Context: an optimization exercise on an open-source flow, tuned for a short achievable clock period and few clock cycles per item. The choices shown serve that exercise and are no tape-out recipe.

==> inputs of run H <==
==> flow/design.v <==
`timescale 1ns/100ps
package dcache_pkg;
   localparam int WORD_W     = 32;
   localparam int SETS       = 8;
   localparam int WAYS       = 2;
   localparam int BLK_WORDS  = 2;
   localparam int BYTE_OFF_W = 2;
   localparam int IDX_W      = $clog2(SETS);
   localparam int TAG_W      = WORD_W - IDX_W - $clog2(BLK_WORDS) - BYTE_OFF_W;
   typedef logic [WORD_W-1:0] word_t;
   typedef logic [TAG_W-1:0]  tag_t;
   typedef logic [IDX_W-1:0]  idx_t;
   localparam word_t HIT_COUNT_ADDR = 32'h3100;
   typedef enum logic [3:0]
   {
      IDLE,
      WB1,      
      WB2,      
      FILL1,    
      FILL2,    
      FLUSH1,
      FLUSH2,
      COUNT,    
      DONE
   } dstate_t;
endpackage
`timescale 1ns/100ps
`timescale 1ns/100ps
`timescale 1ns/100ps
`timescale 1ns/100ps
module dcache (
   input  logic              CLK,
   input  logic              nRST,
   input  logic              dmem_ren,
   input  logic              dmem_wen,
   input  logic              halt,
   input  dcache_pkg::word_t dmem_addr,
   input  dcache_pkg::word_t dmem_store,
   input  logic              mem_wait,
   input  dcache_pkg::word_t mem_load,
   output logic              dhit,
   output logic              flushed,
   output logic              mem_ren,
   output logic              mem_wen,
   output dcache_pkg::word_t dmem_load,
   output dcache_pkg::word_t mem_addr,
   output dcache_pkg::word_t mem_store
);
   localparam int TW = dcache_pkg::TAG_W;
   typedef enum logic [2:0]
   {
      S_LOOK,     
      S_RESP,     
      S_MWAIT,    
      S_RD1,      
      S_RD2,      
      S_FLUSH,    
      S_CNT,      
      S_DONE
   } st_t;
   st_t state;
   logic [31:0]   d0 [16];
   logic [31:0]   d1 [16];
   logic [TW-1:0] t0 [8];
   logic [TW-1:0] t1 [8];
   logic [7:0]    v0, v1;
   logic [7:0]    lru;             
   logic [15:0]   dt0, dt1;        
   logic [TW-1:0] r_tag;
   logic [2:0]    r_set;
   logic          r_off;
   logic          r_wr;
   logic          r_hit;
   logic          r_way;
   logic [31:0]   r_store;
   logic          cp_pend;         
   logic [1:0]    wb_v;
   logic [TW-1:0] wb_tag;
   logic [2:0]    wb_set;
   logic [31:0]   wb_d [2];
   logic [31:0]   hit_cnt;
   logic          dhit_q, flushed_q, mem_ren_q, mem_wen_q;
   logic [31:0]   dmem_load_q, mem_addr_q, mem_store_q;
   assign dhit      = dhit_q;
   assign flushed   = flushed_q;
   assign mem_ren   = mem_ren_q;
   assign mem_wen   = mem_wen_q;
   assign dmem_load = dmem_load_q;
   assign mem_addr  = mem_addr_q;
   assign mem_store = mem_store_q;
   logic [TW-1:0] a_tag;
   logic [2:0]    a_set;
   logic          a_off;
   logic [3:0]    a_w;
   logic          req;
   logic [7:0]    m0, m1;
   logic          hit0, hit1, hit;
   logic          vict;
   logic [31:0]   rd0, rd1;
   assign a_tag = dmem_addr[31:6];
   assign a_set = dmem_addr[5:3];
   assign a_off = dmem_addr[2];
   assign a_w   = {a_set, a_off};
   assign req   = dmem_ren | dmem_wen;
   always_comb
   begin
      for (int s = 0; s < 8; s++)
      begin
         m0[s] = v0[s] & (t0[s] == a_tag);
         m1[s] = v1[s] & (t1[s] == a_tag);
      end
      hit0 = m0[a_set];
      hit1 = m1[a_set];
      hit  = hit0 | hit1;
      vict = !v0[a_set] ? 1'b0 : !v1[a_set] ? 1'b1 : lru[a_set];
      rd0  = d0[a_w];
      rd1  = d1[a_w];
   end
   logic port_busy, port_done, port_free;
   assign port_busy = mem_ren_q | mem_wen_q;
   assign port_done = port_busy & !mem_wait;
   assign port_free = !port_busy | !mem_wait;    
   logic wb_sel;
   logic wb_go;
   assign wb_sel = !wb_v[0];
   assign wb_go  = port_free && wb_v != 2'b00 && !(state == S_RD1 && !r_wr);
   logic [31:0] dall;
   logic [4:0]  fl_k;
   logic        fl_any;
   assign dall = {dt1, dt0};
   always_comb
   begin
      fl_k = '0;
      for (int k = 31; k >= 0; k--)
      begin
         if (dall[k])
         begin
            fl_k = 5'(k);
         end
      end
      fl_any = |dall;
   end
   logic [31:0] fl_data;
   logic [TW-1:0] fl_tag;
   assign fl_data = fl_k[4] ? d1[fl_k[3:0]] : d0[fl_k[3:0]];
   assign fl_tag  = fl_k[4] ? t1[fl_k[3:1]] : t0[fl_k[3:1]];
   logic [1:0]    vc_dirty;
   logic [TW-1:0] vc_tag;
   logic [31:0]   vc_d0, vc_d1;
   always_comb
   begin
      if (r_way)
      begin
         vc_dirty = {dt1[{r_set, 1'b1}], dt1[{r_set, 1'b0}]} & {2{v1[r_set]}};
         vc_tag   = t1[r_set];
         vc_d0    = d1[{r_set, 1'b0}];
         vc_d1    = d1[{r_set, 1'b1}];
      end
      else
      begin
         vc_dirty = {dt0[{r_set, 1'b1}], dt0[{r_set, 1'b0}]} & {2{v0[r_set]}};
         vc_tag   = t0[r_set];
         vc_d0    = d0[{r_set, 1'b0}];
         vc_d1    = d0[{r_set, 1'b1}];
      end
   end
   always_ff @(posedge CLK, negedge nRST)
   begin
      if (!nRST)
      begin
         state     <= S_LOOK;
         v0        <= '0;
         v1        <= '0;
         lru       <= '0;
         dt0       <= '0;
         dt1       <= '0;
         wb_v      <= '0;
         cp_pend   <= 1'b0;
         hit_cnt   <= '0;
         dhit_q    <= 1'b0;
         flushed_q <= 1'b0;
         mem_ren_q <= 1'b0;
         mem_wen_q <= 1'b0;
      end
      else
      begin
         dhit_q <= 1'b0;
         if (port_done)
         begin
            mem_ren_q <= 1'b0;
            mem_wen_q <= 1'b0;
         end
         if (wb_go)
         begin
            mem_wen_q      <= 1'b1;
            wb_v[wb_sel]   <= 1'b0;
         end
         case (state)
            S_LOOK:
            begin
               if (halt)
               begin
                  state <= S_FLUSH;
               end
               else if (req)
               begin
                  if (hit)
                  begin
                     state  <= S_RESP;
                     dhit_q <= 1'b1;
                  end
                  else if (port_free && wb_v == 2'b00)
                  begin
                     state     <= S_RD1;
                     cp_pend   <= 1'b1;
                     mem_ren_q <= 1'b1;
                  end
                  else
                  begin
                     state <= S_MWAIT;
                  end
               end
            end
            S_MWAIT:
            begin
               if (port_free && wb_v == 2'b00)
               begin
                  state     <= S_RD1;
                  cp_pend   <= 1'b1;
                  mem_ren_q <= 1'b1;
               end
            end
            S_RD1:
            begin
               if (cp_pend)
               begin
                  cp_pend <= 1'b0;
                  wb_v    <= vc_dirty;
                  if (r_way)
                  begin
                     dt1[{r_set, 1'b0}] <= 1'b0;
                     dt1[{r_set, 1'b1}] <= 1'b0;
                  end
                  else
                  begin
                     dt0[{r_set, 1'b0}] <= 1'b0;
                     dt0[{r_set, 1'b1}] <= 1'b0;
                  end
               end
               if (!mem_wait)
               begin
                  if (r_wr)
                  begin
                     state  <= S_RESP;
                     dhit_q <= 1'b1;
                  end
                  else
                  begin
                     state     <= S_RD2;
                     mem_ren_q <= 1'b1;
                  end
               end
            end
            S_RD2:
            begin
               if (!mem_wait)
               begin
                  state  <= S_RESP;
                  dhit_q <= 1'b1;
               end
            end
            S_RESP:
            begin
               state    <= S_LOOK;
               lru[r_set] <= ~r_way;
               if (r_hit)
               begin
                  hit_cnt <= hit_cnt + 32'd1;
               end
               else if (r_way)
               begin
                  v1[r_set] <= 1'b1;
               end
               else
               begin
                  v0[r_set] <= 1'b1;
               end
               if (r_wr)
               begin
                  if (r_way)
                  begin
                     dt1[{r_set, r_off}] <= 1'b1;
                  end
                  else
                  begin
                     dt0[{r_set, r_off}] <= 1'b1;
                  end
               end
            end
            S_FLUSH:
            begin
               if (port_free && wb_v == 2'b00)
               begin
                  mem_wen_q <= 1'b1;
                  if (fl_any)
                  begin
                     if (fl_k[4])
                     begin
                        dt1[fl_k[3:0]] <= 1'b0;
                     end
                     else
                     begin
                        dt0[fl_k[3:0]] <= 1'b0;
                     end
                  end
                  else
                  begin
                     state <= S_CNT;
                  end
               end
            end
            S_CNT:
            begin
               if (!mem_wait)
               begin
                  state     <= S_DONE;
                  flushed_q <= 1'b1;
               end
            end
            S_DONE:
            begin
               flushed_q <= 1'b1;
            end
            default:
            begin
               state <= S_LOOK;
            end
         endcase
      end
   end
   always_ff @(posedge CLK)
   begin
      if (state == S_LOOK)
      begin
         r_tag       <= a_tag;
         r_set       <= a_set;
         r_off       <= a_off;
         r_wr        <= dmem_wen;
         r_hit       <= hit;
         r_way       <= hit ? hit1 : vict;
         r_store     <= dmem_store;
         dmem_load_q <= hit1 ? rd1 : rd0;
      end
      if (port_free)
      begin
         if (wb_go)
         begin
            mem_addr_q  <= {wb_tag, wb_set, wb_sel, 2'b00};
            mem_store_q <= wb_d[wb_sel];
         end
         else if (state == S_LOOK)
         begin
            mem_addr_q <= {a_tag, a_set, ~a_off, 2'b00};
         end
         else if (state == S_MWAIT)
         begin
            mem_addr_q <= {r_tag, r_set, ~r_off, 2'b00};
         end
         else if (state == S_RD1)
         begin
            mem_addr_q <= {r_tag, r_set, r_off, 2'b00};
         end
         else if (state == S_FLUSH)
         begin
            if (fl_any)
            begin
               mem_addr_q  <= {fl_tag, fl_k[3:1], fl_k[0], 2'b00};
               mem_store_q <= fl_data;
            end
            else
            begin
               mem_addr_q  <= dcache_pkg::HIT_COUNT_ADDR;
               mem_store_q <= hit_cnt;
            end
         end
      end
      if (state == S_RD1 && cp_pend)
      begin
         wb_tag   <= vc_tag;
         wb_set   <= r_set;
         wb_d[0]  <= vc_d0;
         wb_d[1]  <= vc_d1;
      end
      if (state == S_RD1 && !mem_wait)
      begin
         if (r_way)
         begin
            d1[{r_set, ~r_off}] <= mem_load;
         end
         else
         begin
            d0[{r_set, ~r_off}] <= mem_load;
         end
      end
      if (state == S_RD2 && !mem_wait)
      begin
         dmem_load_q <= mem_load;
         if (r_way)
         begin
            d1[{r_set, r_off}] <= mem_load;
         end
         else
         begin
            d0[{r_set, r_off}] <= mem_load;
         end
      end
      if (state == S_RESP && r_wr)
      begin
         if (r_way)
         begin
            d1[{r_set, r_off}] <= r_store;
         end
         else
         begin
            d0[{r_set, r_off}] <= r_store;
         end
      end
      if (state == S_RESP && !r_hit)
      begin
         if (r_way)
         begin
            t1[r_set] <= r_tag;
         end
         else
         begin
            t0[r_set] <= r_tag;
         end
      end
   end
endmodule
==> flow/run.sh <==
#!/bin/bash
# synth_recipe.tcl (not shown) runs the flow's synth.tcl, then flattens the netlist and writes it again
# the make line also repeats each setting of config.mk as NAME=value (left out here)
make -C /OpenROAD-flow-scripts/flow DESIGN_CONFIG=/design/flow/config.mk WORK_HOME=/design/flow/orfs CLKGATE_MAP_FILE= SYNTH_SCRIPT=/design/flow/synth_recipe.tcl finish
==> flow/config.mk <==
export PLATFORM = sky130hd
export DESIGN_NAME = dcache
export DESIGN_NICKNAME = dcache
export VERILOG_FILES = /design/flow/design.v
export SDC_FILE = /design/flow/constraint.sdc
export NUM_CORES = 4
export LEC_CHECK = 0
export ABC_CLOCK_PERIOD_IN_PS = 3000
export CAP_MARGIN = 20
export CORE_MARGIN = 2
export CORE_UTILIZATION = 40
export SETUP_SLACK_MARGIN = 5
export SLEW_MARGIN = 20
==> flow/constraint.sdc <==
create_clock -name core_clock -period 10.5 [get_ports {CLK}]
set_input_delay 2.1000 -clock core_clock [delete_from_list [all_inputs] [get_ports {CLK}]]
set_output_delay 2.1000 -clock core_clock [all_outputs]
set_load 0.01 [all_outputs]
==> run R: changes against run H <==
--- a/flow/design.v
+++ b/flow/design.v
@@ -74,6 +74,7 @@
    logic          r_way;
    logic [31:0]   r_store;
    logic          cp_pend;         
+   logic          fl_ok;           
    logic [1:0]    wb_v;
    logic [TW-1:0] wb_tag;
    logic [2:0]    wb_set;
@@ -93,10 +94,11 @@
    logic          a_off;
    logic [3:0]    a_w;
    logic          req;
+   logic [7:0]    sdec;
    logic [7:0]    m0, m1;
    logic          hit0, hit1, hit;
    logic          vict;
-   logic [31:0]   rd0, rd1;
+   logic [31:0]   rd0, rd1, ld;
    assign a_tag = dmem_addr[31:6];
    assign a_set = dmem_addr[5:3];
    assign a_off = dmem_addr[2];
@@ -104,17 +106,19 @@
    assign req   = dmem_ren | dmem_wen;
    always_comb
    begin
+      sdec = 8'd1 << a_set;
       for (int s = 0; s < 8; s++)
       begin
-         m0[s] = v0[s] & (t0[s] == a_tag);
-         m1[s] = v1[s] & (t1[s] == a_tag);
+         m0[s] = v0[s] & sdec[s] & (t0[s] == a_tag);
+         m1[s] = v1[s] & sdec[s] & (t1[s] == a_tag);
       end
-      hit0 = m0[a_set];
-      hit1 = m1[a_set];
+      hit0 = |m0;
+      hit1 = |m1;
       hit  = hit0 | hit1;
       vict = !v0[a_set] ? 1'b0 : !v1[a_set] ? 1'b1 : lru[a_set];
       rd0  = d0[a_w];
       rd1  = d1[a_w];
+      ld   = ({32{hit1}} & rd1) | ({32{!hit1}} & rd0);
    end
    logic port_busy, port_done, port_free;
    assign port_busy = mem_ren_q | mem_wen_q;
@@ -122,28 +126,10 @@
    assign port_free = !port_busy | !mem_wait;    
    logic wb_sel;
    logic wb_go;
-   assign wb_sel = !wb_v[0];
-   assign wb_go  = port_free && wb_v != 2'b00 && !(state == S_RD1 && !r_wr);
-   logic [31:0] dall;
-   logic [4:0]  fl_k;
-   logic        fl_any;
-   assign dall = {dt1, dt0};
-   always_comb
-   begin
-      fl_k = '0;
-      for (int k = 31; k >= 0; k--)
-      begin
-         if (dall[k])
-         begin
-            fl_k = 5'(k);
-         end
-      end
-      fl_any = |dall;
-   end
-   logic [31:0] fl_data;
-   logic [TW-1:0] fl_tag;
-   assign fl_data = fl_k[4] ? d1[fl_k[3:0]] : d0[fl_k[3:0]];
-   assign fl_tag  = fl_k[4] ? t1[fl_k[3:1]] : t0[fl_k[3:1]];
+   logic wb_last;
+   assign wb_sel  = !wb_v[0];
+   assign wb_go   = port_free && wb_v != 2'b00 && !(state == S_RD1 && !r_wr);
+   assign wb_last = wb_go && wb_v != 2'b11;
    logic [1:0]    vc_dirty;
    logic [TW-1:0] vc_tag;
    logic [31:0]   vc_d0, vc_d1;
@@ -164,6 +150,39 @@
          vc_d1    = d0[{r_set, 1'b1}];
       end
    end
+   logic [15:0] blk_dirty;
+   logic [3:0]  fl_k;
+   always_comb
+   begin
+      for (int s = 0; s < 8; s++)
+      begin
+         blk_dirty[s]     = dt0[2*s] | dt0[2*s+1];
+         blk_dirty[8 + s] = dt1[2*s] | dt1[2*s+1];
+      end
+      fl_k = '0;
+      for (int k = 15; k >= 0; k--)
+      begin
+         if (blk_dirty[k])
+         begin
+            fl_k = 4'(k);
+         end
+      end
+   end
+   logic cp_go;
+   logic fl_cp;
+   logic cnt_go;
+   assign fl_cp  = state == S_FLUSH && fl_ok && blk_dirty != '0 &&
+                   (wb_v == 2'b00 || wb_last);
+   assign cp_go  = (state == S_RD1 && cp_pend) || fl_cp;
+   assign cnt_go = state == S_FLUSH && fl_ok && blk_dirty == '0 &&
+                   wb_v == 2'b00 && port_free;
+   logic        w_en;
+   logic [3:0]  w_k;
+   logic [31:0] w_data;
+   assign w_en   = ((state == S_RD1 || state == S_RD2) && !mem_wait) ||
+                   (state == S_RESP && r_wr);
+   assign w_k    = {r_set, (state == S_RD1) ? ~r_off : r_off};
+   assign w_data = (state == S_RESP) ? r_store : mem_load;
    always_ff @(posedge CLK, negedge nRST)
    begin
       if (!nRST)
@@ -176,6 +195,7 @@
          dt1       <= '0;
          wb_v      <= '0;
          cp_pend   <= 1'b0;
+         fl_ok     <= 1'b0;
          hit_cnt   <= '0;
          dhit_q    <= 1'b0;
          flushed_q <= 1'b0;
@@ -192,12 +212,27 @@
          end
          if (wb_go)
          begin
-            mem_wen_q      <= 1'b1;
-            wb_v[wb_sel]   <= 1'b0;
+            mem_wen_q    <= 1'b1;
+            wb_v[wb_sel] <= 1'b0;
+         end
+         if (cp_go)
+         begin
+            wb_v <= vc_dirty;
+            if (r_way)
+            begin
+               dt1[{r_set, 1'b0}] <= 1'b0;
+               dt1[{r_set, 1'b1}] <= 1'b0;
+            end
+            else
+            begin
+               dt0[{r_set, 1'b0}] <= 1'b0;
+               dt0[{r_set, 1'b1}] <= 1'b0;
+            end
          end
          case (state)
             S_LOOK:
             begin
+               fl_ok <= 1'b0;
                if (halt)
                begin
                   state <= S_FLUSH;
@@ -232,21 +267,7 @@
             end
             S_RD1:
             begin
-               if (cp_pend)
-               begin
-                  cp_pend <= 1'b0;
-                  wb_v    <= vc_dirty;
-                  if (r_way)
-                  begin
-                     dt1[{r_set, 1'b0}] <= 1'b0;
-                     dt1[{r_set, 1'b1}] <= 1'b0;
-                  end
-                  else
-                  begin
-                     dt0[{r_set, 1'b0}] <= 1'b0;
-                     dt0[{r_set, 1'b1}] <= 1'b0;
-                  end
-               end
+               cp_pend <= 1'b0;
                if (!mem_wait)
                begin
                   if (r_wr)
@@ -271,7 +292,7 @@
             end
             S_RESP:
             begin
-               state    <= S_LOOK;
+               state      <= S_LOOK;
                lru[r_set] <= ~r_way;
                if (r_hit)
                begin
@@ -299,24 +320,11 @@
             end
             S_FLUSH:
             begin
-               if (port_free && wb_v == 2'b00)
+               fl_ok <= !fl_cp;
+               if (cnt_go)
                begin
+                  state     <= S_CNT;
                   mem_wen_q <= 1'b1;
-                  if (fl_any)
-                  begin
-                     if (fl_k[4])
-                     begin
-                        dt1[fl_k[3:0]] <= 1'b0;
-                     end
-                     else
-                     begin
-                        dt0[fl_k[3:0]] <= 1'b0;
-                     end
-                  end
-                  else
-                  begin
-                     state <= S_CNT;
-                  end
                end
             end
             S_CNT:
@@ -342,15 +350,20 @@
    begin
       if (state == S_LOOK)
       begin
-         r_tag       <= a_tag;
-         r_set       <= a_set;
-         r_off       <= a_off;
-         r_wr        <= dmem_wen;
-         r_hit       <= hit;
-         r_way       <= hit ? hit1 : vict;
-         r_store     <= dmem_store;
-         dmem_load_q <= hit1 ? rd1 : rd0;
+         r_tag   <= a_tag;
+         r_set   <= a_set;
+         r_off   <= a_off;
+         r_wr    <= dmem_wen;
+         r_hit   <= hit;
+         r_way   <= hit ? hit1 : vict;
+         r_store <= dmem_store;
+      end
+      else if (state == S_FLUSH && !fl_ok)
+      begin
+         r_set <= fl_k[2:0];
+         r_way <= fl_k[3];
       end
+      dmem_load_q <= (state == S_RD2) ? mem_load : ld;
       if (port_free)
       begin
          if (wb_go)
@@ -370,59 +383,28 @@
          begin
             mem_addr_q <= {r_tag, r_set, r_off, 2'b00};
          end
-         else if (state == S_FLUSH)
-         begin
-            if (fl_any)
-            begin
-               mem_addr_q  <= {fl_tag, fl_k[3:1], fl_k[0], 2'b00};
-               mem_store_q <= fl_data;
-            end
-            else
-            begin
-               mem_addr_q  <= dcache_pkg::HIT_COUNT_ADDR;
-               mem_store_q <= hit_cnt;
-            end
-         end
-      end
-      if (state == S_RD1 && cp_pend)
-      begin
-         wb_tag   <= vc_tag;
-         wb_set   <= r_set;
-         wb_d[0]  <= vc_d0;
-         wb_d[1]  <= vc_d1;
-      end
-      if (state == S_RD1 && !mem_wait)
-      begin
-         if (r_way)
-         begin
-            d1[{r_set, ~r_off}] <= mem_load;
-         end
          else
          begin
-            d0[{r_set, ~r_off}] <= mem_load;
+            mem_addr_q  <= dcache_pkg::HIT_COUNT_ADDR;
+            mem_store_q <= hit_cnt;
          end
       end
-      if (state == S_RD2 && !mem_wait)
+      if (cp_go)
       begin
-         dmem_load_q <= mem_load;
-         if (r_way)
-         begin
-            d1[{r_set, r_off}] <= mem_load;
-         end
-         else
-         begin
-            d0[{r_set, r_off}] <= mem_load;
-         end
+         wb_tag  <= vc_tag;
+         wb_set  <= r_set;
+         wb_d[0] <= vc_d0;
+         wb_d[1] <= vc_d1;
       end
-      if (state == S_RESP && r_wr)
+      for (int k = 0; k < 16; k++)
       begin
-         if (r_way)
+         if (w_en && !r_way && w_k == 4'(k))
          begin
-            d1[{r_set, r_off}] <= r_store;
+            d0[k] <= w_data;
          end
-         else
+         if (w_en && r_way && w_k == 4'(k))
          begin
-            d0[{r_set, r_off}] <= r_store;
+            d1[k] <= w_data;
          end
       end
       if (state == S_RESP && !r_hit)
==> flow/flow/run.sh (new file) <==
#!/bin/bash
set -euo pipefail
bash standard.sh SETUP_SLACK_MARGIN=7.0 finish > flow_standard.log 2>&1
==> flow/standard.sh (new file) <==
#!/bin/bash
# synth_recipe.tcl (not shown) runs the flow's synth.tcl, then flattens the netlist and writes it again
# the make line also repeats each setting of config.mk as NAME=value (left out here)
make -C /OpenROAD-flow-scripts/flow DESIGN_CONFIG=/design/flow/config.mk WORK_HOME=/design/flow/orfs CLKGATE_MAP_FILE= SYNTH_SCRIPT=/design/flow/synth_recipe.tcl "${@:-finish}"
- PLACE_DENSITY: unset -> 0.5
- SETUP_SLACK_MARGIN: 5 -> unset
removed: flow/run.sh
==> results.sh <==
export IMPL_clk_latency_ns=0.90
export IMPL_syn_area_um2=96500
export IMPL_routedWlPerCell_um=39.6
export IMPL_yosys_warnings=2
export IMPL_r2r_start="dt1[9]"
export IMPL_layout_nets=7014
export IMPL_critPathSlowestCell="a2111oi_0"
export IMPL_n_antenna_cell=12
export IMPL_antenna_found_initial=27
export IMPL_period_needed_ns=5.63
export IMPL_status="no timing/DRC/antenna violations"
export IMPL_slew_headroom_pct=17.3
export IMPL_num_nonclk_buffers=408
export IMPL_synth_cell_type_count=87
(the above is from run H)
==> results.sh <==
export IMPL_slew_headroom_pct=12.0
export IMPL_layout_nets=6006
export IMPL_clk_latency_ns=0.88
export IMPL_cts_root_buf="clkbuf_16"
export IMPL_num_nonclk_buffers=644
export IMPL_period_needed_ns=3.79
export IMPL_antenna_found_initial=26
export IMPL_fin_ws_ns=6.71
export IMPL_path_buf_inv=6
export IMPL_critPathSlowestCell="nor3b_4"
export IMPL_status="no timing/DRC/antenna violations"
export IMPL_p_switching_mw=9.30
export IMPL_r2r_start="r_set[0]"
(the above is from run R)
No functional check of the RTL was part of any run of this note.

==> separate check: timing with driven ports <==
Ports are ideal in the flow. The routed layouts listed here were re-timed in OpenROAD. Step 1 (the two cells are an assumption about what drives the block):
set clk [get_ports {CLK}]
set_driving_cell -lib_cell sky130_fd_sc_hd__clkbuf_16 $clk
set_driving_cell -lib_cell sky130_fd_sc_hd__buf_2 [delete_from_list [all_inputs] $clk]
Step 2 moves the port delays by t, midway between the first and last clock arrival at a register: inputs arrive t later, outputs are due t later. That takes back most of the time a late clock gives input paths. Slacks: ideal ports / drivers / drivers and shift; pairs: ideal ports / drivers.
| run | t (ns) | setup WS [ns] | hold WS [ns] | worst data-port slew with drivers (ns) |
|---|---|---|---|---|
| run H | 0.960 | 4.873 / 4.888 / 3.928 | 0.488 / 0.488 / 0.488 | 0.20 |
| run R | 0.948 | 6.710 / 6.633 / 5.686 | 0.444 / 0.444 / 0.444 | 0.40 |
After both steps every run listed still meets setup and hold. For run R, which loses most, drivers alone change the setup slack by -0.077 ns; drivers and shift together by -1.024 ns.
